What follows belongs to an exercise in optimizing a design on an open flow for small area and a short achievable clock period; a production flow would make more cautious choices. In this exercise RTL edits were held to simulation tests only and were not proved equivalent to the original. Power and IR drop assume default switching activity.

===== flow/design.v =====
module fft16_pt #(
  parameter int DW = 24,
  parameter int TW = 14,
  parameter int IW = 16
) (
  input  logic                 clk,
  input  logic                 rst,
  input  logic signed [IW-1:0] din_r,
  input  logic signed [IW-1:0] din_i,
  output logic signed [DW-1:0] x1_r,
  output logic signed [DW-1:0] x1_c,
  output logic signed [DW-1:0] x2_r,
  output logic signed [DW-1:0] x2_c,
  output logic signed [DW-1:0] y1_r,
  output logic signed [DW-1:0] y1_c,
  output logic signed [DW-1:0] y2_r,
  output logic signed [DW-1:0] y2_c,
  output logic signed [TW-1:0] ra1_r,
  output logic signed [TW-1:0] ra1_c,
  output logic signed [DW-1:0] z1_r,
  output logic signed [DW-1:0] z1_c,
  output logic signed [DW-1:0] z2_r,
  output logic signed [DW-1:0] z2_c
);
  localparam int SW = 21;    
  localparam int OW = 20;    
  localparam int XW = 34;    
  logic [5:0] c;
  always_ff @(posedge clk) begin
    if (rst) c <= 6'd0;
    else if (c != 6'd56) c <= c + 6'd1;
  end
  logic ld, cmp, outp;
  assign ld   = (c < 6'd16);
  assign cmp  = (c >= 6'd16) && (c < 6'd48);
  assign outp = (c >= 6'd48) && (c < 6'd56);
  logic signed [SW-1:0] tr [8], ti [8], lr [8], li [8];
  logic signed [SW-1:0] z1r_v, z1i_v, z2r_v, z2i_v;    
  logic [4:0] b;         
  assign b = 5'(c - 6'd16);
  logic [2:0] n8;        
  assign n8 = c[2:0];
  logic tx7, tx6, tx4;   
  assign tx7 = cmp && (b[4:3] == 2'd1) && !b[0];
  assign tx6 = cmp && (b[4:3] == 2'd2) && !b[1];
  assign tx4 = cmp && (b[4:3] == 2'd3) && !b[2];
  logic ins_l0, ins_t5, ins_l3;
  assign ins_t5 = ld && (n8 == 3'd1 || n8 == 3'd3);
  assign ins_l3 = ld && (n8 == 3'd4 || n8 == 3'd6);
  assign ins_l0 = ld && !(n8 == 3'd1 || n8 == 3'd3 || n8 == 3'd4 || n8 == 3'd6);
  logic signed [SW-1:0] dr, di;
  assign dr = SW'(din_r);
  assign di = SW'(din_i);
  always_ff @(posedge clk) begin
    tr[0] <= ld ? lr[7] : z1r_v;
    ti[0] <= ld ? li[7] : z1i_v;
    tr[1] <= tr[0]; ti[1] <= ti[0];
    tr[2] <= tr[1]; ti[2] <= ti[1];
    tr[3] <= tr[2]; ti[3] <= ti[2];
    tr[4] <= tx4 ? lr[7] : tr[3];
    ti[4] <= tx4 ? li[7] : ti[3];
    tr[5] <= ins_t5 ? dr : tr[4];
    ti[5] <= ins_t5 ? di : ti[4];
    tr[6] <= tx6 ? lr[7] : tr[5];
    ti[6] <= tx6 ? li[7] : ti[5];
    tr[7] <= tx7 ? lr[7] : tr[6];
    ti[7] <= tx7 ? li[7] : ti[6];
    lr[0] <= ins_l0 ? dr : (ld ? tr[7] : z2r_v);
    li[0] <= ins_l0 ? di : (ld ? ti[7] : z2i_v);
    lr[1] <= lr[0]; li[1] <= li[0];
    lr[2] <= lr[1]; li[2] <= li[1];
    lr[3] <= ins_l3 ? dr : lr[2];
    li[3] <= ins_l3 ? di : li[2];
    lr[4] <= lr[3]; li[4] <= li[3];
    lr[5] <= lr[4]; li[5] <= li[4];
    lr[6] <= lr[5]; li[6] <= li[5];
    lr[7] <= lr[6]; li[7] <= li[6];
  end
  logic [4:0] bb;        
  assign bb = 5'(c - 6'd14);
  logic bt;              
  logic [1:0] bsel;
  always_comb begin
    bt = 1'b0;
    case (bb[4:3])
      2'd1: bt = !bb[0];
      2'd2: bt = !bb[1];
      2'd3: bt = !bb[2];
      default: bt = 1'b0;
    endcase
  end
  logic signed [OW-1:0] bsr, bsi;
  always_comb begin
    if (!bt) begin
      bsr = OW'(lr[5]); bsi = OW'(li[5]);
    end else begin
      case (bb[4:3])
        2'd1: begin bsr = OW'(tr[4]); bsi = OW'(ti[4]); end
        2'd2: begin bsr = OW'(tr[3]); bsi = OW'(ti[3]); end
        default: begin bsr = OW'(tr[1]); bsi = OW'(ti[1]); end
      endcase
    end
  end
  function automatic logic [2:0] tw_m(input logic [4:0] bi);
    case (bi[4:3])
      2'd0: tw_m = 3'd0;
      2'd1: tw_m = {bi[0], 2'b00};
      2'd2: tw_m = {bi[1:0], 1'b0};
      default: tw_m = bi[2:0];
    endcase
  endfunction
  logic [2:0] mr;
  assign mr = tw_m(bb);
  logic rp_v, rp_n, rq_v, rq_n, ip_v, ip_n, iq_v, iq_n;
  always_comb begin
    case (mr)
      3'd0: begin rp_v=0; rp_n=0; rq_v=1; rq_n=0; ip_v=1; ip_n=0; iq_v=0; iq_n=0; end
      3'd1: begin rp_v=0; rp_n=0; rq_v=1; rq_n=0; ip_v=1; ip_n=0; iq_v=0; iq_n=1; end
      3'd2: begin rp_v=0; rp_n=0; rq_v=1; rq_n=0; ip_v=1; ip_n=0; iq_v=0; iq_n=1; end
      3'd3: begin rp_v=1; rp_n=0; rq_v=0; rq_n=0; ip_v=0; ip_n=1; iq_v=1; iq_n=0; end
      3'd4: begin rp_v=1; rp_n=0; rq_v=0; rq_n=0; ip_v=0; ip_n=1; iq_v=1; iq_n=0; end
      3'd5: begin rp_v=1; rp_n=0; rq_v=0; rq_n=1; ip_v=0; ip_n=1; iq_v=1; iq_n=1; end
      3'd6: begin rp_v=1; rp_n=0; rq_v=0; rq_n=1; ip_v=0; ip_n=1; iq_v=1; iq_n=1; end
      default: begin rp_v=0; rp_n=1; rq_v=1; rq_n=0; ip_v=1; ip_n=1; iq_v=0; iq_n=1; end
    endcase
  end
  logic m_odd, m_sq2;
  assign m_odd = mr[0];
  assign m_sq2 = (mr == 3'd2) || (mr == 3'd6);
  function automatic logic [OW:0] sel_p(input logic [OW-1:0] u, input logic [OW-1:0] v,
      input logic p_v, input logic p_n, input logic q_v, input logic q_n, input logic sq2);
    logic signed [OW-1:0] pt, qt;
    pt = (p_v ? v : u) ^ {OW{p_n}};
    qt = (q_v ? v : u) ^ {OW{q_n}};
    sel_p = sq2 ? ((OW+1)'(pt) + (OW+1)'(qt) + (OW+1)'(p_n) + (OW+1)'(q_n))
                : (OW+1)'(pt);
  endfunction
  logic [OW:0]   pop_r, pop_i;
  logic [OW-1:0] qop_r, qop_i;
  logic k_odd, k_sq2, k_rpn, k_rqn, k_ipn, k_iqn;
  always_ff @(posedge clk) begin
    pop_r <= sel_p(bsr, bsi, rp_v, rp_n, rq_v, rq_n, m_sq2);
    pop_i <= sel_p(bsr, bsi, ip_v, ip_n, iq_v, iq_n, m_sq2);
    qop_r <= ((rq_v ? bsi : bsr) ^ {OW{rq_n}});
    qop_i <= ((iq_v ? bsi : bsr) ^ {OW{iq_n}});
    k_odd <= m_odd;
    k_sq2 <= m_sq2;
    k_rpn <= rp_n; k_rqn <= rq_n; k_ipn <= ip_n; k_iqn <= iq_n;
  end
  logic [OW-1:0] xr, xi;
  fft16_pt_rot u_rot_r (.p(pop_r), .q(qop_r), .odd(k_odd), .sq2(k_sq2), .pn(k_rpn), .qn(k_rqn), .prod(xr));
  fft16_pt_rot u_rot_i (.p(pop_i), .q(qop_i), .odd(k_odd), .sq2(k_sq2), .pn(k_ipn), .qn(k_iqn), .prod(xi));
  logic signed [OW-1:0] pq_r, pq_i;
  always_ff @(posedge clk) begin
    pq_r <= xr;
    pq_i <= xi;
  end
  logic bt2;
  always_comb begin
    case (b[4:3])
      2'd1: bt2 = !b[0];
      2'd2: bt2 = !b[1];
      2'd3: bt2 = !b[2];
      default: bt2 = 1'b0;
    endcase
  end
  logic signed [OW-1:0] bxr, bxi;
  always_comb begin
    if (!bt2) begin
      bxr = OW'(lr[7]); bxi = OW'(li[7]);
    end else begin
      case (b[4:3])
        2'd1: begin bxr = OW'(tr[6]); bxi = OW'(ti[6]); end
        2'd2: begin bxr = OW'(tr[5]); bxi = OW'(ti[5]); end
        default: begin bxr = OW'(tr[3]); bxi = OW'(ti[3]); end
      endcase
    end
  end
  logic signed [OW-1:0] ar, ai;
  assign ar = OW'(tr[7]);
  assign ai = OW'(ti[7]);
  assign z1r_v = SW'(ar) + SW'(pq_r);
  assign z1i_v = SW'(ai) + SW'(pq_i);
  assign z2r_v = SW'(ar) - SW'(pq_r);
  assign z2i_v = SW'(ai) - SW'(pq_i);
  logic [2:0] mb;
  assign mb = tw_m(b);
  logic signed [TW-1:0] wr, wi;
  always_comb begin
    case (mb)
      3'd0: begin wr =  14'sd4096; wi =  14'sd0;    end
      3'd1: begin wr =  14'sd3784; wi = -14'sd1567; end
      3'd2: begin wr =  14'sd2896; wi = -14'sd2896; end
      3'd3: begin wr =  14'sd1567; wi = -14'sd3784; end
      3'd4: begin wr =  14'sd0;    wi = -14'sd4096; end
      3'd5: begin wr = -14'sd1567; wi = -14'sd3784; end
      3'd6: begin wr = -14'sd2896; wi = -14'sd2896; end
      default: begin wr = -14'sd3784; wi = -14'sd1567; end
    endcase
  end
  logic signed [OW-1:0] x1r_q, x1i_q, x2r_q, x2i_q, y1r_q, y1i_q, y2r_q, y2i_q;
  logic signed [SW-1:0] z1r_q, z1i_q, z2r_q, z2i_q;
  logic signed [TW-1:0] war_q, wai_q;
  always_ff @(posedge clk) begin
    if (rst || !cmp) begin
      x1r_q <= '0; x1i_q <= '0; x2r_q <= '0; x2i_q <= '0;
      y1r_q <= '0; y1i_q <= '0; y2r_q <= '0; y2i_q <= '0;
      war_q <= '0; wai_q <= '0;
    end else begin
      x1r_q <= ar; x1i_q <= ai; x2r_q <= bxr; x2i_q <= bxi;
      y1r_q <= pq_r; y1i_q <= pq_i; y2r_q <= -pq_r; y2i_q <= -pq_i;
      war_q <= wr; wai_q <= wi;
    end
  end
  always_ff @(posedge clk) begin
    if (rst || ld) begin
      z1r_q <= '0; z1i_q <= '0; z2r_q <= '0; z2i_q <= '0;
    end else if (cmp) begin
      z1r_q <= z1r_v; z1i_q <= z1i_v; z2r_q <= z2r_v; z2i_q <= z2i_v;
    end else if (outp) begin
      z1r_q <= tr[7]; z1i_q <= ti[7]; z2r_q <= lr[7]; z2i_q <= li[7];
    end
  end
  assign x1_r = DW'(x1r_q); assign x1_c = DW'(x1i_q);
  assign x2_r = DW'(x2r_q); assign x2_c = DW'(x2i_q);
  assign y1_r = DW'(y1r_q); assign y1_c = DW'(y1i_q);
  assign y2_r = DW'(y2r_q); assign y2_c = DW'(y2i_q);
  assign ra1_r = war_q; assign ra1_c = wai_q;
  assign z1_r = DW'(z1r_q); assign z1_c = DW'(z1i_q);
  assign z2_r = DW'(z2r_q); assign z2_c = DW'(z2i_q);
endmodule
module fft16_pt_rot (
  input  logic [20:0] p,
  input  logic [19:0] q,
  input  logic        odd,
  input  logic        sq2,
  input  logic        pn,
  input  logic        qn,
  output logic [19:0] prod
);
  logic any;
  assign any = odd | sq2;
  logic [31:0] sa, sb, s;
  wire w1 = (odd & ~q[0]);
  wire w2 = ((odd & ~sq2 & ~pn & ~qn) | (odd & ~sq2 & pn & ~qn));
  wire w3 = (odd & ~q[1]);
  wire w4 = (odd & ~q[2]);
  wire w5 = (odd & p[0]);
  wire w6 = (odd & ~q[3]);
  wire w7 = ((odd & ~sq2 & pn & ~qn) | (odd & ~sq2 & pn & qn));
  wire w8 = (odd & p[1]);
  wire w9 = (sq2 & p[0]);
  wire w10 = (odd & ~q[4]);
  wire w11 = (odd & p[2]);
  wire w12 = (sq2 & p[1]);
  wire w13 = (odd & q[0]);
  wire w14 = (odd & ~q[5]);
  wire w15 = ((odd & ~sq2 & ~pn & qn) | (odd & ~sq2 & pn & qn));
  wire w16 = (odd & ~p[0]);
  wire w17 = ((odd & p[3]) | (sq2 & p[0]));
  wire w18 = (sq2 & p[2]);
  wire w19 = (odd & q[1]);
  wire w20 = (odd & ~q[6]);
  wire w21 = ((odd & ~sq2 & ~pn & ~qn) | (odd & ~sq2 & ~pn & qn));
  wire w22 = (odd & ~p[1]);
  wire w23 = ((odd & p[4]) | (sq2 & p[1]));
  wire w24 = (sq2 & p[3]);
  wire w25 = (odd & q[2]);
  wire w26 = (odd & ~q[7]);
  wire w27 = (any & ~p[0]);
  wire w28 = (odd & ~p[2]);
  wire w29 = ((odd & p[5]) | (sq2 & p[2]));
  wire w30 = (sq2 & p[4]);
  wire w31 = (odd & q[3]);
  wire w32 = (odd & ~q[8]);
  wire w33 = ((~odd & sq2 & ~pn & ~qn) | (~odd & sq2 & ~pn & qn) | (~odd & sq2 & pn & ~qn) | (~odd & sq2 & pn & qn) | (odd & ~sq2 & ~pn & ~qn) | (odd & ~sq2 & ~pn & qn));
  wire w34 = (any & ~p[1]);
  wire w35 = (odd & ~p[3]);
  wire w36 = ((odd & p[6]) | (sq2 & p[3]));
  wire w37 = (sq2 & p[5]);
  wire w38 = (odd & ~q[0]);
  wire w39 = (odd & q[4]);
  wire w40 = (odd & ~q[9]);
  wire w41 = ((odd & ~sq2 & ~pn & ~qn) | (odd & ~sq2 & pn & ~qn));
  wire w42 = (any & ~p[2]);
  wire w43 = ((odd & ~p[4]) | (sq2 & ~p[0]));
  wire w44 = ((odd & p[7]) | (sq2 & p[4]));
  wire w45 = (sq2 & p[6]);
  wire w46 = (odd & ~q[1]);
  wire w47 = (odd & q[5]);
  wire w48 = (odd & ~q[10]);
  wire w49 = ((~odd & sq2 & ~pn & ~qn) | (~odd & sq2 & ~pn & qn) | (~odd & sq2 & pn & ~qn) | (~odd & sq2 & pn & qn));
  wire w50 = (any & ~p[3]);
  wire w51 = ((odd & ~p[5]) | (sq2 & ~p[1]));
  wire w52 = ((odd & p[8]) | (sq2 & p[5]));
  wire w53 = ((odd & q[0]) | (sq2 & p[7]));
  wire w54 = (odd & ~q[2]);
  wire w55 = (odd & q[6]);
  wire w56 = (odd & ~q[11]);
  wire w57 = ((odd & ~sq2 & ~pn & qn) | (odd & ~sq2 & pn & qn));
  wire w58 = p[0];
  wire w59 = (any & ~p[4]);
  wire w60 = ((odd & ~p[6]) | (sq2 & ~p[2]));
  wire w61 = ((odd & p[9]) | (sq2 & p[6]));
  wire w62 = ((odd & q[1]) | (sq2 & p[8]));
  wire w63 = (odd & ~q[3]);
  wire w64 = (odd & q[7]);
  wire w65 = (odd & ~q[12]);
  wire w66 = ((~odd & ~sq2 & pn & ~qn) | (~odd & ~sq2 & pn & qn) | (odd & ~sq2 & pn & ~qn) | (odd & ~sq2 & pn & qn));
  wire w67 = p[1];
  wire w68 = (any & ~p[5]);
  wire w69 = ((odd & ~p[7]) | (sq2 & ~p[3]));
  wire w70 = ((odd & p[10]) | (sq2 & p[7]));
  wire w71 = ((odd & q[2]) | (sq2 & p[9]));
  wire w72 = (odd & ~q[4]);
  wire w73 = (odd & q[8]);
  wire w74 = (odd & ~q[13]);
  wire w75 = p[2];
  wire w76 = (any & ~p[6]);
  wire w77 = ((odd & ~p[8]) | (sq2 & ~p[4]));
  wire w78 = ((odd & p[11]) | (sq2 & p[8]));
  wire w79 = ((odd & q[3]) | (sq2 & p[10]));
  wire w80 = (odd & ~q[5]);
  wire w81 = (odd & q[9]);
  wire w82 = (odd & ~q[14]);
  wire w83 = p[3];
  wire w84 = (any & ~p[7]);
  wire w85 = ((odd & ~p[9]) | (sq2 & ~p[5]));
  wire w86 = ((odd & p[12]) | (sq2 & p[9]));
  wire w87 = ((odd & q[4]) | (sq2 & p[11]));
  wire w88 = (odd & ~q[6]);
  wire w89 = (odd & q[10]);
  wire w90 = (odd & ~q[15]);
  wire w91 = p[4];
  wire w92 = (any & ~p[8]);
  wire w93 = ((odd & ~p[10]) | (sq2 & ~p[6]));
  wire w94 = ((odd & p[13]) | (sq2 & p[10]));
  wire w95 = ((odd & q[5]) | (sq2 & p[12]));
  wire w96 = (odd & ~q[7]);
  wire w97 = (odd & q[11]);
  wire w98 = (odd & ~q[16]);
  wire w99 = p[5];
  wire w100 = (any & ~p[9]);
  wire w101 = ((odd & ~p[11]) | (sq2 & ~p[7]));
  wire w102 = ((odd & p[14]) | (sq2 & p[11]));
  wire w103 = ((odd & q[6]) | (sq2 & p[13]));
  wire w104 = (odd & ~q[8]);
  wire w105 = (odd & q[12]);
  wire w106 = (odd & ~q[17]);
  wire w107 = p[6];
  wire w108 = (any & ~p[10]);
  wire w109 = ((odd & ~p[12]) | (sq2 & ~p[8]));
  wire w110 = ((odd & p[15]) | (sq2 & p[12]));
  wire w111 = ((odd & q[7]) | (sq2 & p[14]));
  wire w112 = (odd & ~q[9]);
  wire w113 = (odd & q[13]);
  wire w114 = (odd & ~q[18]);
  wire w115 = p[7];
  wire w116 = (any & ~p[11]);
  wire w117 = ((odd & ~p[13]) | (sq2 & ~p[9]));
  wire w118 = ((odd & p[16]) | (sq2 & p[13]));
  wire w119 = ((odd & q[8]) | (sq2 & p[15]));
  wire w120 = (odd & ~q[10]);
  wire w121 = (odd & q[14]);
  wire w122 = (odd & q[19]);
  wire w123 = ((odd & ~sq2 & ~pn & ~qn) | (odd & ~sq2 & ~pn & qn) | (odd & ~sq2 & pn & ~qn) | (odd & ~sq2 & pn & qn));
  wire w124 = p[8];
  wire w125 = (any & ~p[12]);
  wire w126 = ((odd & ~p[14]) | (sq2 & ~p[10]));
  wire w127 = ((odd & p[17]) | (sq2 & p[14]));
  wire w128 = ((odd & q[9]) | (sq2 & p[16]));
  wire w129 = (odd & ~q[11]);
  wire w130 = (odd & q[15]);
  wire w131 = ((odd & ~sq2 & ~pn & ~qn) | (odd & ~sq2 & ~pn & qn) | (odd & ~sq2 & pn & ~qn) | (odd & ~sq2 & pn & qn));
  wire w132 = p[9];
  wire w133 = (any & ~p[13]);
  wire w134 = ((odd & ~p[15]) | (sq2 & ~p[11]));
  wire w135 = ((odd & p[18]) | (sq2 & p[15]));
  wire w136 = ((odd & q[10]) | (sq2 & p[17]));
  wire w137 = (odd & ~q[12]);
  wire w138 = (odd & q[16]);
  wire w139 = ((odd & ~sq2 & ~pn & ~qn) | (odd & ~sq2 & ~pn & qn) | (odd & ~sq2 & pn & ~qn) | (odd & ~sq2 & pn & qn));
  wire w140 = p[10];
  wire w141 = (any & ~p[14]);
  wire w142 = ((odd & ~p[16]) | (sq2 & ~p[12]));
  wire w143 = ((odd & p[19]) | (sq2 & p[16]));
  wire w144 = ((odd & q[11]) | (sq2 & p[18]));
  wire w145 = (odd & ~q[13]);
  wire w146 = (odd & q[17]);
  wire w147 = ((odd & ~sq2 & ~pn & ~qn) | (odd & ~sq2 & ~pn & qn) | (odd & ~sq2 & pn & ~qn) | (odd & ~sq2 & pn & qn));
  wire w148 = p[11];
  wire w149 = (any & ~p[15]);
  wire w150 = ((odd & ~p[17]) | (sq2 & ~p[13]));
  wire w151 = ((odd & ~p[20]) | (sq2 & p[17]));
  wire w152 = ((odd & q[12]) | (sq2 & p[19]));
  wire w153 = (odd & ~q[14]);
  wire w154 = (odd & q[18]);
  wire w155 = p[12];
  wire w156 = (any & ~p[16]);
  wire w157 = ((odd & ~p[18]) | (sq2 & ~p[14]));
  wire w158 = (sq2 & p[18]);
  wire w159 = ((odd & q[13]) | (sq2 & ~p[20]));
  wire w160 = (odd & ~q[15]);
  wire w161 = (odd & ~q[19]);
  wire w162 = ((~odd & sq2 & ~pn & ~qn) | (~odd & sq2 & ~pn & qn) | (~odd & sq2 & pn & ~qn) | (~odd & sq2 & pn & qn));
  wire w163 = p[13];
  wire w164 = (any & ~p[17]);
  wire w165 = ((odd & ~p[19]) | (sq2 & ~p[15]));
  wire w166 = (sq2 & p[19]);
  wire w167 = (odd & q[14]);
  wire w168 = (odd & ~q[16]);
  wire w169 = ((~odd & sq2 & ~pn & ~qn) | (~odd & sq2 & ~pn & qn) | (~odd & sq2 & pn & ~qn) | (~odd & sq2 & pn & qn) | (odd & ~sq2 & ~pn & ~qn) | (odd & ~sq2 & ~pn & qn) | (odd & ~sq2 & pn & ~qn) | (odd & ~sq2 & pn & qn));
  wire w170 = p[14];
  wire w171 = (any & ~p[18]);
  wire w172 = ((odd & p[20]) | (sq2 & ~p[16]));
  wire w173 = (sq2 & ~p[20]);
  wire w174 = (odd & q[15]);
  wire w175 = (odd & ~q[17]);
  wire w176 = p[15];
  wire w177 = (any & ~p[19]);
  wire w178 = (sq2 & ~p[17]);
  wire w179 = (odd & q[16]);
  wire w180 = (odd & ~q[18]);
  wire w181 = ((~odd & sq2 & ~pn & ~qn) | (~odd & sq2 & ~pn & qn) | (~odd & sq2 & pn & ~qn) | (~odd & sq2 & pn & qn) | (odd & ~sq2 & ~pn & ~qn) | (odd & ~sq2 & ~pn & qn) | (odd & ~sq2 & pn & ~qn) | (odd & ~sq2 & pn & qn));
  wire w182 = p[16];
  wire w183 = (any & p[20]);
  wire w184 = (sq2 & ~p[18]);
  wire w185 = (odd & q[17]);
  wire w186 = (odd & q[19]);
  wire w187 = ((odd & ~sq2 & ~pn & ~qn) | (odd & ~sq2 & ~pn & qn) | (odd & ~sq2 & pn & ~qn) | (odd & ~sq2 & pn & qn));
  wire w188 = p[17];
  wire w189 = (sq2 & ~p[19]);
  wire w190 = (odd & q[18]);
  wire w191 = ((~odd & sq2 & ~pn & ~qn) | (~odd & sq2 & ~pn & qn) | (~odd & sq2 & pn & ~qn) | (~odd & sq2 & pn & qn));
  wire w192 = p[18];
  wire w193 = (sq2 & p[20]);
  wire w194 = (odd & ~q[19]);
  wire w195 = p[19];
  wire w196 = ((~odd & sq2 & ~pn & ~qn) | (~odd & sq2 & ~pn & qn) | (~odd & sq2 & pn & ~qn) | (~odd & sq2 & pn & qn) | (odd & ~sq2 & ~pn & ~qn) | (odd & ~sq2 & ~pn & qn) | (odd & ~sq2 & pn & ~qn) | (odd & ~sq2 & pn & qn));
  wire w197 = w27 ^ w28;
  wire w198 = w27 & w28;
  wire w199 = w34 ^ w35 ^ w36;
  wire w200 = (w34 & w35) | (w34 & w36) | (w35 & w36);
  wire w201 = w37 ^ w38;
  wire w202 = w37 & w38;
  wire w203 = w42 ^ w43 ^ w44;
  wire w204 = (w42 & w43) | (w42 & w44) | (w43 & w44);
  wire w205 = w45 ^ w46 ^ w47;
  wire w206 = (w45 & w46) | (w45 & w47) | (w46 & w47);
  wire w207 = w50 ^ w51 ^ w52;
  wire w208 = (w50 & w51) | (w50 & w52) | (w51 & w52);
  wire w209 = w53 ^ w54 ^ w55;
  wire w210 = (w53 & w54) | (w53 & w55) | (w54 & w55);
  wire w211 = w58 ^ w59 ^ w60;
  wire w212 = (w58 & w59) | (w58 & w60) | (w59 & w60);
  wire w213 = w61 ^ w62 ^ w63;
  wire w214 = (w61 & w62) | (w61 & w63) | (w62 & w63);
  wire w215 = w64 ^ w65;
  wire w216 = w64 & w65;
  wire w217 = w67 ^ w68 ^ w69;
  wire w218 = (w67 & w68) | (w67 & w69) | (w68 & w69);
  wire w219 = w70 ^ w71 ^ w72;
  wire w220 = (w70 & w71) | (w70 & w72) | (w71 & w72);
  wire w221 = w73 ^ w74;
  wire w222 = w73 & w74;
  wire w223 = w75 ^ w76 ^ w77;
  wire w224 = (w75 & w76) | (w75 & w77) | (w76 & w77);
  wire w225 = w78 ^ w79 ^ w80;
  wire w226 = (w78 & w79) | (w78 & w80) | (w79 & w80);
  wire w227 = w81 ^ w82;
  wire w228 = w81 & w82;
  wire w229 = w83 ^ w84 ^ w85;
  wire w230 = (w83 & w84) | (w83 & w85) | (w84 & w85);
  wire w231 = w86 ^ w87 ^ w88;
  wire w232 = (w86 & w87) | (w86 & w88) | (w87 & w88);
  wire w233 = w89 ^ w90;
  wire w234 = w89 & w90;
  wire w235 = w91 ^ w92 ^ w93;
  wire w236 = (w91 & w92) | (w91 & w93) | (w92 & w93);
  wire w237 = w94 ^ w95 ^ w96;
  wire w238 = (w94 & w95) | (w94 & w96) | (w95 & w96);
  wire w239 = w97 ^ w98;
  wire w240 = w97 & w98;
  wire w241 = w99 ^ w100 ^ w101;
  wire w242 = (w99 & w100) | (w99 & w101) | (w100 & w101);
  wire w243 = w102 ^ w103 ^ w104;
  wire w244 = (w102 & w103) | (w102 & w104) | (w103 & w104);
  wire w245 = w105 ^ w106;
  wire w246 = w105 & w106;
  wire w247 = w107 ^ w108 ^ w109;
  wire w248 = (w107 & w108) | (w107 & w109) | (w108 & w109);
  wire w249 = w110 ^ w111 ^ w112;
  wire w250 = (w110 & w111) | (w110 & w112) | (w111 & w112);
  wire w251 = w113 ^ w114;
  wire w252 = w113 & w114;
  wire w253 = w115 ^ w116 ^ w117;
  wire w254 = (w115 & w116) | (w115 & w117) | (w116 & w117);
  wire w255 = w118 ^ w119 ^ w120;
  wire w256 = (w118 & w119) | (w118 & w120) | (w119 & w120);
  wire w257 = w121 ^ w122 ^ w123;
  wire w258 = (w121 & w122) | (w121 & w123) | (w122 & w123);
  wire w259 = w124 ^ w125 ^ w126;
  wire w260 = (w124 & w125) | (w124 & w126) | (w125 & w126);
  wire w261 = w127 ^ w128 ^ w129;
  wire w262 = (w127 & w128) | (w127 & w129) | (w128 & w129);
  wire w263 = w130 ^ w131;
  wire w264 = w130 & w131;
  wire w265 = w132 ^ w133 ^ w134;
  wire w266 = (w132 & w133) | (w132 & w134) | (w133 & w134);
  wire w267 = w135 ^ w136 ^ w137;
  wire w268 = (w135 & w136) | (w135 & w137) | (w136 & w137);
  wire w269 = w138 ^ w139;
  wire w270 = w138 & w139;
  wire w271 = w140 ^ w141 ^ w142;
  wire w272 = (w140 & w141) | (w140 & w142) | (w141 & w142);
  wire w273 = w143 ^ w144 ^ w145;
  wire w274 = (w143 & w144) | (w143 & w145) | (w144 & w145);
  wire w275 = w146 ^ w147;
  wire w276 = w146 & w147;
  wire w277 = w148 ^ w149 ^ w150;
  wire w278 = (w148 & w149) | (w148 & w150) | (w149 & w150);
  wire w279 = w151 ^ w152 ^ w153;
  wire w280 = (w151 & w152) | (w151 & w153) | (w152 & w153);
  wire w281 = w155 ^ w156 ^ w157;
  wire w282 = (w155 & w156) | (w155 & w157) | (w156 & w157);
  wire w283 = w158 ^ w159 ^ w160;
  wire w284 = (w158 & w159) | (w158 & w160) | (w159 & w160);
  wire w285 = w163 ^ w164 ^ w165;
  wire w286 = (w163 & w164) | (w163 & w165) | (w164 & w165);
  wire w287 = w166 ^ w167;
  wire w288 = w166 & w167;
  wire w289 = w170 ^ w171 ^ w172;
  wire w290 = (w170 & w171) | (w170 & w172) | (w171 & w172);
  wire w291 = w176 ^ w177;
  wire w292 = w176 & w177;
  wire w293 = w182 ^ w183;
  wire w294 = w182 & w183;
  wire w295 = w11 ^ w12;
  wire w296 = w11 & w12;
  wire w297 = w16 ^ w17 ^ w18;
  wire w298 = (w16 & w17) | (w16 & w18) | (w17 & w18);
  wire w299 = w19 ^ w20;
  wire w300 = w19 & w20;
  wire w301 = w22 ^ w23 ^ w24;
  wire w302 = (w22 & w23) | (w22 & w24) | (w23 & w24);
  wire w303 = w25 ^ w26;
  wire w304 = w25 & w26;
  wire w305 = w29 ^ w30 ^ w31;
  wire w306 = (w29 & w30) | (w29 & w31) | (w30 & w31);
  wire w307 = w32 ^ w33 ^ w197;
  wire w308 = (w32 & w33) | (w32 & w197) | (w33 & w197);
  wire w309 = w39 ^ w40 ^ w41;
  wire w310 = (w39 & w40) | (w39 & w41) | (w40 & w41);
  wire w311 = w199 ^ w201 ^ w198;
  wire w312 = (w199 & w201) | (w199 & w198) | (w201 & w198);
  wire w313 = w48 ^ w49 ^ w203;
  wire w314 = (w48 & w49) | (w48 & w203) | (w49 & w203);
  wire w315 = w205 ^ w200 ^ w202;
  wire w316 = (w205 & w200) | (w205 & w202) | (w200 & w202);
  wire w317 = w56 ^ w57 ^ w207;
  wire w318 = (w56 & w57) | (w56 & w207) | (w57 & w207);
  wire w319 = w209 ^ w204 ^ w206;
  wire w320 = (w209 & w204) | (w209 & w206) | (w204 & w206);
  wire w321 = w66 ^ w211 ^ w213;
  wire w322 = (w66 & w211) | (w66 & w213) | (w211 & w213);
  wire w323 = w215 ^ w208 ^ w210;
  wire w324 = (w215 & w208) | (w215 & w210) | (w208 & w210);
  wire w325 = w217 ^ w219 ^ w221;
  wire w326 = (w217 & w219) | (w217 & w221) | (w219 & w221);
  wire w327 = w212 ^ w214 ^ w216;
  wire w328 = (w212 & w214) | (w212 & w216) | (w214 & w216);
  wire w329 = w223 ^ w225 ^ w227;
  wire w330 = (w223 & w225) | (w223 & w227) | (w225 & w227);
  wire w331 = w218 ^ w220 ^ w222;
  wire w332 = (w218 & w220) | (w218 & w222) | (w220 & w222);
  wire w333 = w229 ^ w231 ^ w233;
  wire w334 = (w229 & w231) | (w229 & w233) | (w231 & w233);
  wire w335 = w224 ^ w226 ^ w228;
  wire w336 = (w224 & w226) | (w224 & w228) | (w226 & w228);
  wire w337 = w235 ^ w237 ^ w239;
  wire w338 = (w235 & w237) | (w235 & w239) | (w237 & w239);
  wire w339 = w230 ^ w232 ^ w234;
  wire w340 = (w230 & w232) | (w230 & w234) | (w232 & w234);
  wire w341 = w241 ^ w243 ^ w245;
  wire w342 = (w241 & w243) | (w241 & w245) | (w243 & w245);
  wire w343 = w236 ^ w238 ^ w240;
  wire w344 = (w236 & w238) | (w236 & w240) | (w238 & w240);
  wire w345 = w247 ^ w249 ^ w251;
  wire w346 = (w247 & w249) | (w247 & w251) | (w249 & w251);
  wire w347 = w242 ^ w244 ^ w246;
  wire w348 = (w242 & w244) | (w242 & w246) | (w244 & w246);
  wire w349 = w253 ^ w255 ^ w257;
  wire w350 = (w253 & w255) | (w253 & w257) | (w255 & w257);
  wire w351 = w248 ^ w250 ^ w252;
  wire w352 = (w248 & w250) | (w248 & w252) | (w250 & w252);
  wire w353 = w259 ^ w261 ^ w263;
  wire w354 = (w259 & w261) | (w259 & w263) | (w261 & w263);
  wire w355 = w254 ^ w256 ^ w258;
  wire w356 = (w254 & w256) | (w254 & w258) | (w256 & w258);
  wire w357 = w265 ^ w267 ^ w269;
  wire w358 = (w265 & w267) | (w265 & w269) | (w267 & w269);
  wire w359 = w260 ^ w262 ^ w264;
  wire w360 = (w260 & w262) | (w260 & w264) | (w262 & w264);
  wire w361 = w271 ^ w273 ^ w275;
  wire w362 = (w271 & w273) | (w271 & w275) | (w273 & w275);
  wire w363 = w266 ^ w268 ^ w270;
  wire w364 = (w266 & w268) | (w266 & w270) | (w268 & w270);
  wire w365 = w154 ^ w277 ^ w279;
  wire w366 = (w154 & w277) | (w154 & w279) | (w277 & w279);
  wire w367 = w272 ^ w274 ^ w276;
  wire w368 = (w272 & w274) | (w272 & w276) | (w274 & w276);
  wire w369 = w161 ^ w162 ^ w281;
  wire w370 = (w161 & w162) | (w161 & w281) | (w162 & w281);
  wire w371 = w283 ^ w278 ^ w280;
  wire w372 = (w283 & w278) | (w283 & w280) | (w278 & w280);
  wire w373 = w168 ^ w169 ^ w285;
  wire w374 = (w168 & w169) | (w168 & w285) | (w169 & w285);
  wire w375 = w287 ^ w282 ^ w284;
  wire w376 = (w287 & w282) | (w287 & w284) | (w282 & w284);
  wire w377 = w173 ^ w174 ^ w175;
  wire w378 = (w173 & w174) | (w173 & w175) | (w174 & w175);
  wire w379 = w289 ^ w286 ^ w288;
  wire w380 = (w289 & w286) | (w289 & w288) | (w286 & w288);
  wire w381 = w178 ^ w179 ^ w180;
  wire w382 = (w178 & w179) | (w178 & w180) | (w179 & w180);
  wire w383 = w181 ^ w291 ^ w290;
  wire w384 = (w181 & w291) | (w181 & w290) | (w291 & w290);
  wire w385 = w184 ^ w185 ^ w186;
  wire w386 = (w184 & w185) | (w184 & w186) | (w185 & w186);
  wire w387 = w187 ^ w293 ^ w292;
  wire w388 = (w187 & w293) | (w187 & w292) | (w293 & w292);
  wire w389 = w188 ^ w189 ^ w190;
  wire w390 = (w188 & w189) | (w188 & w190) | (w189 & w190);
  wire w391 = w191 ^ w294;
  wire w392 = w191 & w294;
  wire w393 = w192 ^ w193;
  wire w394 = w192 & w193;
  wire w395 = w13 ^ w14;
  wire w396 = w13 & w14;
  wire w397 = w21 ^ w297 ^ w299;
  wire w398 = (w21 & w297) | (w21 & w299) | (w297 & w299);
  wire w399 = w301 ^ w303 ^ w298;
  wire w400 = (w301 & w303) | (w301 & w298) | (w303 & w298);
  wire w401 = w305 ^ w307 ^ w302;
  wire w402 = (w305 & w307) | (w305 & w302) | (w307 & w302);
  wire w403 = w309 ^ w311 ^ w306;
  wire w404 = (w309 & w311) | (w309 & w306) | (w311 & w306);
  wire w405 = w313 ^ w315 ^ w310;
  wire w406 = (w313 & w315) | (w313 & w310) | (w315 & w310);
  wire w407 = w317 ^ w319 ^ w314;
  wire w408 = (w317 & w319) | (w317 & w314) | (w319 & w314);
  wire w409 = w321 ^ w323 ^ w318;
  wire w410 = (w321 & w323) | (w321 & w318) | (w323 & w318);
  wire w411 = w325 ^ w327 ^ w322;
  wire w412 = (w325 & w327) | (w325 & w322) | (w327 & w322);
  wire w413 = w329 ^ w331 ^ w326;
  wire w414 = (w329 & w331) | (w329 & w326) | (w331 & w326);
  wire w415 = w333 ^ w335 ^ w330;
  wire w416 = (w333 & w335) | (w333 & w330) | (w335 & w330);
  wire w417 = w337 ^ w339 ^ w334;
  wire w418 = (w337 & w339) | (w337 & w334) | (w339 & w334);
  wire w419 = w341 ^ w343 ^ w338;
  wire w420 = (w341 & w343) | (w341 & w338) | (w343 & w338);
  wire w421 = w345 ^ w347 ^ w342;
  wire w422 = (w345 & w347) | (w345 & w342) | (w347 & w342);
  wire w423 = w349 ^ w351 ^ w346;
  wire w424 = (w349 & w351) | (w349 & w346) | (w351 & w346);
  wire w425 = w353 ^ w355 ^ w350;
  wire w426 = (w353 & w355) | (w353 & w350) | (w355 & w350);
  wire w427 = w357 ^ w359 ^ w354;
  wire w428 = (w357 & w359) | (w357 & w354) | (w359 & w354);
  wire w429 = w361 ^ w363 ^ w358;
  wire w430 = (w361 & w363) | (w361 & w358) | (w363 & w358);
  wire w431 = w365 ^ w367 ^ w362;
  wire w432 = (w365 & w367) | (w365 & w362) | (w367 & w362);
  wire w433 = w369 ^ w371 ^ w366;
  wire w434 = (w369 & w371) | (w369 & w366) | (w371 & w366);
  wire w435 = w373 ^ w375 ^ w370;
  wire w436 = (w373 & w375) | (w373 & w370) | (w375 & w370);
  wire w437 = w377 ^ w379 ^ w374;
  wire w438 = (w377 & w379) | (w377 & w374) | (w379 & w374);
  wire w439 = w381 ^ w383 ^ w378;
  wire w440 = (w381 & w383) | (w381 & w378) | (w383 & w378);
  wire w441 = w385 ^ w387 ^ w382;
  wire w442 = (w385 & w387) | (w385 & w382) | (w387 & w382);
  wire w443 = w389 ^ w391 ^ w386;
  wire w444 = (w389 & w391) | (w389 & w386) | (w391 & w386);
  wire w445 = w194 ^ w393 ^ w390;
  wire w446 = (w194 & w393) | (w194 & w390) | (w393 & w390);
  wire w447 = w195 ^ w196;
  wire w448 = w195 & w196;
  wire w449 = w5 ^ w6;
  wire w450 = w5 & w6;
  wire w451 = w8 ^ w9 ^ w10;
  wire w452 = (w8 & w9) | (w8 & w10) | (w9 & w10);
  wire w453 = w15 ^ w295 ^ w395;
  wire w454 = (w15 & w295) | (w15 & w395) | (w295 & w395);
  wire w455 = w296 ^ w397 ^ w396;
  wire w456 = (w296 & w397) | (w296 & w396) | (w397 & w396);
  wire w457 = w300 ^ w399 ^ w398;
  wire w458 = (w300 & w399) | (w300 & w398) | (w399 & w398);
  wire w459 = w304 ^ w401 ^ w400;
  wire w460 = (w304 & w401) | (w304 & w400) | (w401 & w400);
  wire w461 = w308 ^ w403 ^ w402;
  wire w462 = (w308 & w403) | (w308 & w402) | (w403 & w402);
  wire w463 = w312 ^ w405 ^ w404;
  wire w464 = (w312 & w405) | (w312 & w404) | (w405 & w404);
  wire w465 = w316 ^ w407 ^ w406;
  wire w466 = (w316 & w407) | (w316 & w406) | (w407 & w406);
  wire w467 = w320 ^ w409 ^ w408;
  wire w468 = (w320 & w409) | (w320 & w408) | (w409 & w408);
  wire w469 = w324 ^ w411 ^ w410;
  wire w470 = (w324 & w411) | (w324 & w410) | (w411 & w410);
  wire w471 = w328 ^ w413 ^ w412;
  wire w472 = (w328 & w413) | (w328 & w412) | (w413 & w412);
  wire w473 = w332 ^ w415 ^ w414;
  wire w474 = (w332 & w415) | (w332 & w414) | (w415 & w414);
  wire w475 = w336 ^ w417 ^ w416;
  wire w476 = (w336 & w417) | (w336 & w416) | (w417 & w416);
  wire w477 = w340 ^ w419 ^ w418;
  wire w478 = (w340 & w419) | (w340 & w418) | (w419 & w418);
  wire w479 = w344 ^ w421 ^ w420;
  wire w480 = (w344 & w421) | (w344 & w420) | (w421 & w420);
  wire w481 = w348 ^ w423 ^ w422;
  wire w482 = (w348 & w423) | (w348 & w422) | (w423 & w422);
  wire w483 = w352 ^ w425 ^ w424;
  wire w484 = (w352 & w425) | (w352 & w424) | (w425 & w424);
  wire w485 = w356 ^ w427 ^ w426;
  wire w486 = (w356 & w427) | (w356 & w426) | (w427 & w426);
  wire w487 = w360 ^ w429 ^ w428;
  wire w488 = (w360 & w429) | (w360 & w428) | (w429 & w428);
  wire w489 = w364 ^ w431 ^ w430;
  wire w490 = (w364 & w431) | (w364 & w430) | (w431 & w430);
  wire w491 = w368 ^ w433 ^ w432;
  wire w492 = (w368 & w433) | (w368 & w432) | (w433 & w432);
  wire w493 = w372 ^ w435 ^ w434;
  wire w494 = (w372 & w435) | (w372 & w434) | (w435 & w434);
  wire w495 = w376 ^ w437 ^ w436;
  wire w496 = (w376 & w437) | (w376 & w436) | (w437 & w436);
  wire w497 = w380 ^ w439 ^ w438;
  wire w498 = (w380 & w439) | (w380 & w438) | (w439 & w438);
  wire w499 = w384 ^ w441 ^ w440;
  wire w500 = (w384 & w441) | (w384 & w440) | (w441 & w440);
  wire w501 = w388 ^ w443 ^ w442;
  wire w502 = (w388 & w443) | (w388 & w442) | (w443 & w442);
  wire w503 = w392 ^ w445 ^ w444;
  wire w504 = (w392 & w445) | (w392 & w444) | (w445 & w444);
  wire w505 = w394 ^ w447 ^ w446;
  wire w506 = (w394 & w447) | (w394 & w446) | (w447 & w446);
  assign sa = {w505, w503, w501, w499, w497, w495, w493, w491, w489, w487, w485, w483, w481, w479, w477, w475, w473, w471, w469, w467, w465, w463, w461, w459, w457, w455, w453, w451, w7, w4, w3, w1};
  assign sb = {w504, w502, w500, w498, w496, w494, w492, w490, w488, w486, w484, w482, w480, w478, w476, w474, w472, w470, w468, w466, w464, w462, w460, w458, w456, w454, w452, w450, w449, 1'b0, 1'b0, w2};
  assign s = sa + sb;
  assign prod = s[31:12];
endmodule

===== flow/run.sh =====
#!/bin/bash
# synth_recipe.tcl (not shown) runs the flow's synth.tcl, then flattens the netlist and writes it again
# the make line also repeats each setting of config.mk as NAME=value (left out here)
make -C /OpenROAD-flow-scripts/flow DESIGN_CONFIG=/design/flow/config.mk WORK_HOME=/design/flow/orfs CLKGATE_MAP_FILE= SYNTH_SCRIPT=/design/flow/synth_recipe.tcl finish

===== flow/config.mk =====
export PLATFORM = sky130hd
export DESIGN_NAME = fft16_pt
export DESIGN_NICKNAME = fft16_pt
export VERILOG_FILES = /design/flow/design.v
export SDC_FILE = /design/flow/constraint.sdc
export NUM_CORES = 4
export LEC_CHECK = 0
export CAP_MARGIN = 20
export CORE_MARGIN = 2
export CORE_UTILIZATION = 40
export SLEW_MARGIN = 20

===== flow/constraint.sdc =====
create_clock -name core_clock -period 15.0 [get_ports {clk}]
set_input_delay 3.0000 -clock core_clock [delete_from_list [all_inputs] [get_ports {clk}]]
set_output_delay 3.0000 -clock core_clock [all_outputs]
set_load 0.01 [all_outputs]

==> impl_metrics.yaml <==
die:
  io_pins: 350
  die_area_um2: 130000
  die_height_um: 360
  fp.coreArea_um2: 126000
  initial_core_util: 0.403
  rows: 130
  dieWidth_um: 360
detailed_routing:
  drc: 0
  drt_iter0_markers: 2846
  vias_per_cell: 5.33
  ant_nets: 0
  wl_mm: 163
  routedWlPerCell_um: 23.0
  vias: 37600
  dr.pass1.iters: 5
pwr:
  peakVddDrop_mv: 0.174
  swShare: 0.416
  p_total_w: 0.0130
  internal_power_w: 0.00760
  pwr-share-clk: 0.220
  combPwrFrac: 0.480
  power_frac_seq: 0.300
  p_leak_nw: 25.4
  p_sw_w: 0.00541
  powerDensity_nw_per_um2: 220
setup_path:
  crit_fanout: 65
  ff2ff_path_depth: 20
  worst_ep_required_time_ns: 15.65
  ff2ff_setup_slack_ns: 8.16
  reg2reg_from: "k_odd"
  start_kind: "flop"
  cp-end-kind: "flop"
  critPathKind: "reg2reg"
  startpoint: "k_odd"
  reg2reg_to: "pq_i[13]"
  crit_path_end: "pq_i[13]"
  cp.arrival_ns: 7.49
cts:
  cts_resized: 0
  clock-root-buffer: "clkbuf_16"
  cts_made_buffers: 108
  ctsHoldBuffers: 0
  cts_setup_buffers: 0
  cts.clk_slew.worst_paths_ns: 0.07
  clockBufferDepth: 3
  cts.sinks: 1067
  clock_latency_ns: 0.75
  h-tree-depth: 3
  cts_tree: "done"
grt:
  grt_pass1_wl_mm: 243
  gr-total-overflow: 0
  grt_pass1_vias: 37700
  antenna_found_initial: 6
  grt_max_degree: 74
  grt_util_all_layers: 0.248
logic_synthesis:
  yosys_warnings: 5
  yosysUniqueCellTypes: 79
  synth-edff-count: 0
  syn-cell-area_um2: 50700
  synthCells: 5126
  ys.flop_type: "dfxtp_1"
  synthArstFlopShare: 0
  ys_seq_area_frac: 0.421
  syn_avg_cell_area_um2: 9.89
  ys_ff_latch: 1067
run_status:
  status: "no timing/DRC/antenna violations"
layout:
  instances_no_fill: 7063
  syn2layout_area_growth_pct: 16.8
  nets: 5904
  drive_gt1_frac: 0.105
  fillers: 11700
placement:
  dp_hpwl_mm: 118
  place.gp.congestion: 0.929
  io_buffers: 346
  dpl.cell_count: 6859
timing:
  finalCritPeriodShare: 0.456
  slew_headroom: 0.214
  rsz0062_at_grt: "false"
  tightest_slew_ns: 1.17
  tns_ns: 0
  setup_viol: 0
  finalMaxSlewViolations: 0
  fmax_mhz: 146
  finClkSkew_ns: 0.0347
  fin_crit_ns: 6.84
  finalHoldViolCount: 0
worst_hold_path:
  hold_class: "reg2reg"
job:
  max-cap-violations: 0
## synthesized netlist by cell type (6+ instances only)
cell type,count,area (um2)
inv_1,454,1700
ha_1,281,3520
o41ai_1,8,70.1
a21oi_1,309,1550
clkbuf_1,220,826
a21o_1,101,758
mux2_2,257,2890
o22ai_1,26,163
a22oi_1,119,893
or2_2,38,238
o21ai_0,251,1260
and2_1,80,500
nor4_1,18,113
nand4_1,17,106
a2bb2oi_1,6,52.6
nor3_1,40,200
xor2_1,48,420
o21a_1,25,188
nand2_1,357,1340
nand3_1,32,160
o21bai_1,17,128
buf_1,34,128
and3_1,11,68.8
buf_4,55,413
nor3b_1,6,45.0
xnor2_1,188,1650
mux2i_1,59,591
a211oi_1,112,841
dfxtp_1,1067,21400
a31oi_1,20,125
nand2b_1,40,250
o31ai_1,8,60.1
fa_1,268,5370
o211a_1,8,80.1
o21ai_1,8,40.0
nor2_1,387,1450
nor2b_1,56,350
o211ai_1,10,75.1
## cell type report
cell class,count,area (um2),share of cell area
multi-input combinational,3288,26300,0.445
sequential,1067,21400,0.361
timing repair buffer,398,3880,0.0656
clock buffer,150,3080,0.0520
tap,1650,2060,0.0349
inverter,458,1720,0.0290
clock inverter,50,741,0.0125
antenna,2,5.00,0.0000846
## placed cells by master, fill, tap and decap left out, drive strengths merged, types with 18 or more instances in the layout
master,instances
dfxtp,1067
inv,461
nor2,387
nand2,357
clkdlybuf4s50,346
a21oi,309
ha,281
fa,268
mux2,259
o21ai,259
xnor2,188
clkbuf,151
a22oi,119
a211oi,113
a21o,101
and2,80
mux2i,59
nor2b,56
buf,51
xor2,48
nor3,42
nand2b,40
or2,38
nand3,32
clkinv,30
o22ai,26
o21a,25
a31oi,20
nor4,18
## worst min-delay path by stage
stage          startpoint         to  slack (ns)  cells past startpoint
4_1_cts          li[0][2]   li[1][2]        0.30                      0
3_3_place_gp    li[4][11]  li[5][11]        0.31                      0
5_1_grt          li[3][3]   li[4][3]        0.31                      0
2_1_floorplan    li[0][0]   li[1][0]        0.31                      0
6_report         li[0][2]   li[1][2]        0.30                      0
3_5_place_dp    li[6][10]  li[7][10]        0.31                      0
## routing by layer
metal | GRT usage | vias up | share of wire
met2 | 0.383 | 1246 | 0.44
met5 | 0 | - | 0.00017
met3 | 0.0398 | 196 | 0.064
met4 | 0.0667 | 4 | 0.023
li1 | - | 17500 | -
met1 | 0.359 | 18700 | 0.47
## worst max-delay path, stage by stage (launching register included)
cell      delay [ns]
dfxtp_2         0.31
buf_4           0.42
buf_4           0.55
clkinv_1        0.18
buf_4           0.39
ha_1            0.54
inv_1           0.56
fa_1            0.52
inv_1           0.08
fa_1            0.43
fa_1            0.47
ha_1            0.33
a21oi_1         0.14
o21ai_0         0.09
a32oi_1         0.38
a211oi_1        0.23
o21a_1          0.26
o21a_1          0.25
a31o_1          0.24
a21oi_1         0.17
xnor2_1         0.13
## flip-flops by register name, indices dropped and copies added, names as in the netlist, 19 cells and up
name and count:
pq_i 20, y2r_q 19, lr 168, z1i_q 21
tr 168, pop_r 21, x1i_q 20, qop_r 20
ti 168, x1r_q 20, x2r_q 20, li 168
y1r_q 20, y1i_q 20, z2r_q 21, qop_i 20
y2i_q 19, pop_i 21, pq_r 20, z2i_q 21
x2i_q 20, z1r_q 21
## logic make-up (layout without fill, tap and decap cells)
logic type	after synthesis	count (layout)	share of synthesized area
multiplexers	318	318	0.0693
AO/OA/AOI/OAI	1079	1079	0.133
XOR/XNOR	236	236	0.0408
other	1	5	0.0000740
AND/OR/NAND/NOR	1103	1103	0.0987
buffers and inverters	773	1056	0.0616
flip-flops	1067	1067	0.421
adder cells (fa/ha/maj)	549	549	0.175
## stage by stage
stage | worst slack [ns] | area, um2 | util | hold WS [ns]
after CTS | 8.20 | 59200 | 0.470 | 0.299
after floorplan | 9.28 | 50700 | - | 0.310
after global placement | 8.24 | 55300 | 0.440 | 0.310
after detailed placement | 8.19 | 55300 | 0.440 | 0.312
final | 8.16 | 59200 | 0.471 | 0.304
after global routing | 7.73 | 59200 | 0.471 | 0.314
## power by group through the flow
stage / clock, W / combinational (W) / sequential (W)
floorplan: 0 / 0.00468 / 0.00366
global placement: 0 / 0.00611 / 0.00393
detailed placement: 0 / 0.00618 / 0.00393
CTS: 0.00291 / 0.00622 / 0.00388
global route: 0.00303 / 0.00699 / 0.00393
finish: 0.00286 / 0.00624 / 0.00390

==> what the ideal ports hide <==
The flow's constraints put no driver on any port. The routed layout listed below was extracted and timed again, unchanged, in two steps.
Step 1 sets driving cells, clkbuf_16 on the clock port and buf_2 on the other inputs (assumed; they add their load-dependent delay and slew).
Step 2 moves the port delays by t, midway between the first and last clock arrival at a register: inputs arrive t later, outputs are due t later. That takes back most of the time a late clock gives input paths.
a / b / c = no drivers / after step 1 / after step 2; a / b = the first two.
shift t [ns]: 0.805
setup slack, ns: 8.159 / 8.159 / 8.159
clock arrival spread, ns: 0.035 / 0.035
worst data-port slew with drivers (ns): 0.10
After both steps setup and hold are still met in this run. The setup slack of this run moves by 0.000 ns with the drivers and by 0.000 ns with both steps.
